This design comes from an exercise in tuning for small area, a short achievable clock period and few clock cycles per item on the open sky130 flow, not from production work.
Function was checked by simulation only, so behaviour that the tests miss may differ from the original.
Power is estimated from default activity; no workload was simulated.

==> xenon <==
## iterative_karatsuba_hs
module iterative_karatsuba_hs (
    input  logic        clk,
    input  logic        rst,
    input  logic        enable,
    input  logic        in_valid,
    output logic        in_ready,
    input  logic        signed_mode,
    input  logic [31:0] A,
    input  logic [31:0] B,
    output logic        out_valid,
    input  logic        out_ready,
    output logic [63:0] C,
    output logic        busy
);
export LEC_CHECK = 0
export ABC_AREA = 1
export CAP_MARGIN = 20
export CORE_MARGIN = 2
export CORE_UTILIZATION = 55
export SLEW_MARGIN = 20
create_clock -name core_clock -period 9.5 [get_ports {clk}]
standard.sh (not shown) runs the stock make flow with config.mk's settings and CLKGATE_MAP_FILE= SYNTH_SCRIPT=/design/flow/synth_recipe.tcl, a recipe that flattens the netlist after the stock synthesis.
==> flow/flow/run.sh <==
#!/bin/bash
set -euo pipefail
MARGIN=${MARGIN:-5.1}
R=orfs/results/sky130hd/iterative_karatsuba_hs/base
bash standard.sh synth > standard_synth.log 2>&1
cp $R/1_2_yosys.v $R/1_2_yosys.std.v
python3 flow/fa_polarity.py $R/1_2_yosys.std.v $R/1_2_yosys.pol.v > fa_polarity.log 2>&1
sleep 1
cp $R/1_2_yosys.pol.v $R/1_2_yosys.v
bash standard.sh SETUP_SLACK_MARGIN=$MARGIN "BUFFER_PORTS_ARGS=-buffer_cell sky130_fd_sc_hd__buf_1" finish > standard_flow.log 2>&1
Other scripts of this flow, unchanged in this note and not shown: flow/flow/fa_polarity.py
==> inputs of garnet, as changes to xenon <==
--- a/flow/flow/run.sh
+++ b/flow/flow/run.sh
@@ -1,5 +1,5 @@
 #!/bin/bash
 set -euo pipefail
-MARGIN=${MARGIN:-5.1}
+MARGIN=${MARGIN:-5.3}
 R=orfs/results/sky130hd/iterative_karatsuba_hs/base
 bash standard.sh synth > standard_synth.log 2>&1
==> qor.txt <==
Vias -> 24445
Crit path largest cell delay -> 0.52 ns
R2r startpoint -> x_q[6]$_DFFE_PP_
Sequential cell area share -> 27.8%
R2r worst-path depth -> 10
Pwr per Cell Area -> 414 nW/um^2
Met3 Resource Use GR -> 9.94%
GR met1 Demand/Resource -> 52.4%
Crit-path max FO -> 18
Non-clock buffering overhead -> 4.38%
Final Power -> 15.0 mW
Total track usage -> 36.3%
First-iteration detailed-routing DRC count -> 3131
Worst-Margin Slew -> 1.12 ns
Final nets -> 3615
Switch share -> 45.0%
Status -> finished clean
Cts repair resizes -> 11
# the run above: garnet

==> qor.txt <==
Status -> finished clean
Cts repair resizes -> 1
Pwr per Cell Area -> 417 nW/um^2
R2r worst-path depth -> 9
Total track usage -> 36.1%
Final nets -> 3590
GR met1 Demand/Resource -> 52.2%
First-iteration detailed-routing DRC count -> 3123
R2r startpoint -> ng_q[13]$_DFFE_PP_
Crit path largest cell delay -> 0.53 ns
Met3 Resource Use GR -> 9.67%
Final Power -> 15.0 mW
Non-clock buffering overhead -> 3.70%
Switch share -> 45.0%
Sequential cell area share -> 28.1%
Crit-path max FO -> 26
Vias -> 24121
Setup TNS Final -> 0 ns
# the run above: xenon

Testbench counts of xenon, summed over its fixed seeds: cycles 2,072, items 2,048.
Testbench counts of garnet, summed over its fixed seeds: cycles 2,072, items 2,048.

---

==> run B <==
Another version of the RTL of iterative_karatsuba_hs (not shown whole).
==> module iterative_karatsuba_hs, before the edit <==
module iterative_karatsuba_hs (
    input  logic        clk,
    input  logic        rst,
    input  logic        enable,
    input  logic        in_valid,
    output logic        in_ready,
    input  logic        signed_mode,
    input  logic [31:0] A,
    input  logic [31:0] B,
    output logic        out_valid,
    input  logic        out_ready,
    output logic [63:0] C,
    output logic        busy
);
    localparam int unsigned CW = karatsuba_pkg::CUT_W;
    logic        v0_q, v1_q;
    logic [32:0] x_q;
    logic [16:0] one_q, two_q, ng_q;
    logic [CW-1:0] cs_q;
    logic [34:0] y;
    logic [16:0] one_d, two_d, ng_d;
    assign y = {{2{signed_mode & B[31]}}, B, 1'b0};
    always_comb begin
        for (int i = 0; i < 17; i++) begin
            one_d[i] = y[2*i+1] ^ y[2*i];
            two_d[i] = (y[2*i+2] & ~y[2*i+1] & ~y[2*i]) | (~y[2*i+2] & y[2*i+1] & y[2*i]);
            ng_d[i]  = y[2*i+2];
        end
    end
    logic [CW-1:0] cs_d;
    logic [63:0]   prod;
    kmul_tree u_tree (
        .x  (x_q),
        .one(one_q),
        .two(two_q),
        .ng (ng_q),
        .cs (cs_d)
    );
    kmul_final u_final (
        .cs(cs_q),
        .p (prod)
    );
    logic adv0, adv1;
    assign adv1 = ~v1_q | out_ready;
    assign adv0 = ~v0_q | adv1;
    always_ff @(posedge clk) begin
        if (rst) begin
            v0_q <= 1'b0;
            v1_q <= 1'b0;
        end else if (enable) begin
            if (adv0) v0_q <= in_valid;
            if (adv1) v1_q <= v0_q;
        end
    end
    always_ff @(posedge clk) begin
        if (enable) begin
            if (adv0) begin
                x_q   <= {signed_mode & A[31], A};
                one_q <= one_d;
                two_q <= two_d;
                ng_q  <= ng_d;
            end
            if (adv1) cs_q <= cs_d;
        end
    end
    assign in_ready  = adv0;
    assign out_valid = v1_q;
    assign C         = prod;
    assign busy      = v0_q | v1_q;
endmodule
==> flow/config.mk <==
export PLATFORM = sky130hd
export DESIGN_NAME = iterative_karatsuba_hs
export DESIGN_NICKNAME = iterative_karatsuba_hs
export VERILOG_FILES = /design/flow/design.v
export SDC_FILE = /design/flow/constraint.sdc
export NUM_CORES = 4
export LEC_CHECK = 0
export ABC_AREA = 1
export CAP_MARGIN = 20
export CORE_MARGIN = 2
export CORE_UTILIZATION = 55
export SLEW_MARGIN = 20
==> flow/constraint.sdc <==
create_clock -name core_clock -period 9.5 [get_ports {clk}]
set_input_delay 1.9000 -clock core_clock [delete_from_list [all_inputs] [get_ports {clk}]]
set_output_delay 1.9000 -clock core_clock [all_outputs]
set_load 0.01 [all_outputs]
==> flow/flow/run.sh <==
#!/bin/bash
set -euo pipefail
MARGIN=${MARGIN:-5.0}
R=orfs/results/sky130hd/iterative_karatsuba_hs/base
bash standard.sh synth > standard_synth.log 2>&1
cp $R/1_2_yosys.v $R/1_2_yosys.std.v
python3 flow/fa_polarity.py $R/1_2_yosys.std.v $R/1_2_yosys.pol.v > fa_polarity.log 2>&1
sleep 1
cp $R/1_2_yosys.pol.v $R/1_2_yosys.v
bash standard.sh SETUP_SLACK_MARGIN=$MARGIN "BUFFER_PORTS_ARGS=-buffer_cell sky130_fd_sc_hd__buf_1" finish > standard_flow.log 2>&1
Other scripts of this flow, unchanged in this note and not shown: flow/flow/fa_polarity.py
==> run Z: changes against run B <==
--- a/flow/design.v
+++ b/flow/design.v
@@ -1728,3 +1728,3 @@
     localparam int unsigned CW = karatsuba_pkg::CUT_W;
-    logic        v0_q, v1_q;
+    logic        v0_q, v1_q, v2_q;
     logic [32:0] x_q;
@@ -1732,2 +1732,3 @@
     logic [CW-1:0] cs_q;
+    logic [63:0] c_q;
     logic [34:0] y;
@@ -1755,4 +1756,5 @@
     );
-    logic adv0, adv1;
-    assign adv1 = ~v1_q | out_ready;
+    logic adv0, adv1, adv2;
+    assign adv2 = ~v2_q | out_ready;
+    assign adv1 = ~v1_q | adv2;
     assign adv0 = ~v0_q | adv1;
@@ -1762,2 +1764,3 @@
             v1_q <= 1'b0;
+            v2_q <= 1'b0;
         end else if (enable) begin
@@ -1765,2 +1768,3 @@
             if (adv1) v1_q <= v0_q;
+            if (adv2) v2_q <= v1_q;
         end
@@ -1776,2 +1780,3 @@
             if (adv1) cs_q <= cs_d;
+            if (adv2) c_q <= prod;
         end
@@ -1779,5 +1784,5 @@
     assign in_ready  = adv0;
-    assign out_valid = v1_q;
-    assign C         = prod;
-    assign busy      = v0_q | v1_q;
+    assign out_valid = v2_q;
+    assign C         = c_q;
+    assign busy      = v0_q | v1_q | v2_q;
 endmodule
==> flow/flow/run.sh (replaced) <==
#!/bin/bash
set -euo pipefail
MARGIN=${MARGIN:-5.3}
R=orfs/results/sky130hd/iterative_karatsuba_hs/base
bash standard.sh synth > standard_synth.log 2>&1
cp $R/1_2_yosys.v $R/1_2_yosys.std.v
python3 flow/fa_polarity.py $R/1_2_yosys.std.v $R/1_2_yosys.pol.v > fa_polarity.log 2>&1
sleep 1
cp $R/1_2_yosys.pol.v $R/1_2_yosys.v
bash standard.sh SETUP_SLACK_MARGIN=$MARGIN finish > standard_flow.log 2>&1
CORE_UTILIZATION = 45   (was 55)
==> summary of the runs <==
Against run Z, the clock skew of run B is lower by 16 ps.
Total power: run Z is larger than run B (23%).
Against run Z, the final area of run B is lower by 14%.
Between run Z and run B, the lower wire length is in run B (gap 19%, measured against run B).
Of run Z and run B, run Z has the higher first-iteration DRC count (gap 38%, measured against run B).
In run Z the fmax is larger than in run B, by 23%.
Of run B and run Z, run Z has the higher hold slack (gap 6.7 ps).
In run Z the global-route usage is lower than in run B, by 5.5 points.
Testbench counts of run B, summed over its fixed seeds: cycles 2,064, items 2,048.
Testbench counts of run Z, summed over its fixed seeds: cycles 2,072, items 2,048.

==> separate check: timing with driven ports <==
How much do the figures lean on ideal ports? The routed layouts below were timed once more, with nothing changed but the port constraints. Step 1, drivers: a clkbuf_16 drives clk and a buf_2 each remaining input, both assumed. Step 2 also shifts input and output timing later by t, the mid clock arrival at the registers, as if the neighbouring blocks saw the same clock. Slacks: ideal / step 1 / step 2; pairs: ideal / step 1.
| run | shift t [ns] | setup slack, ns | worst hold slack (ns) | worst setup path after step 2 | pins driven straight from the clock port |
|---|---|---|---|---|---|
| xenon | 0.633 | 5.094 / 5.094 / 5.094 | 0.506 / 0.506 / 0.506 | register to register | 1 |
| garnet | 0.634 | 5.293 / 5.273 / 4.887 | 0.529 / 0.529 / 0.529 | input to register | 1 |
| run B | 0.637 | 4.291 / 4.226 / 4.863 | 0.519 / 0.519 / 0.519 | register to output | 1 |
| run Z | 0.681 | 5.265 / 5.250 / 4.997 | 0.525 / 0.525 / 0.525 | input to register | 1 |
After both steps every run listed still meets setup and hold. For garnet, which loses most, drivers alone change the setup slack by -0.020 ns; drivers and shift together by -0.406 ns.
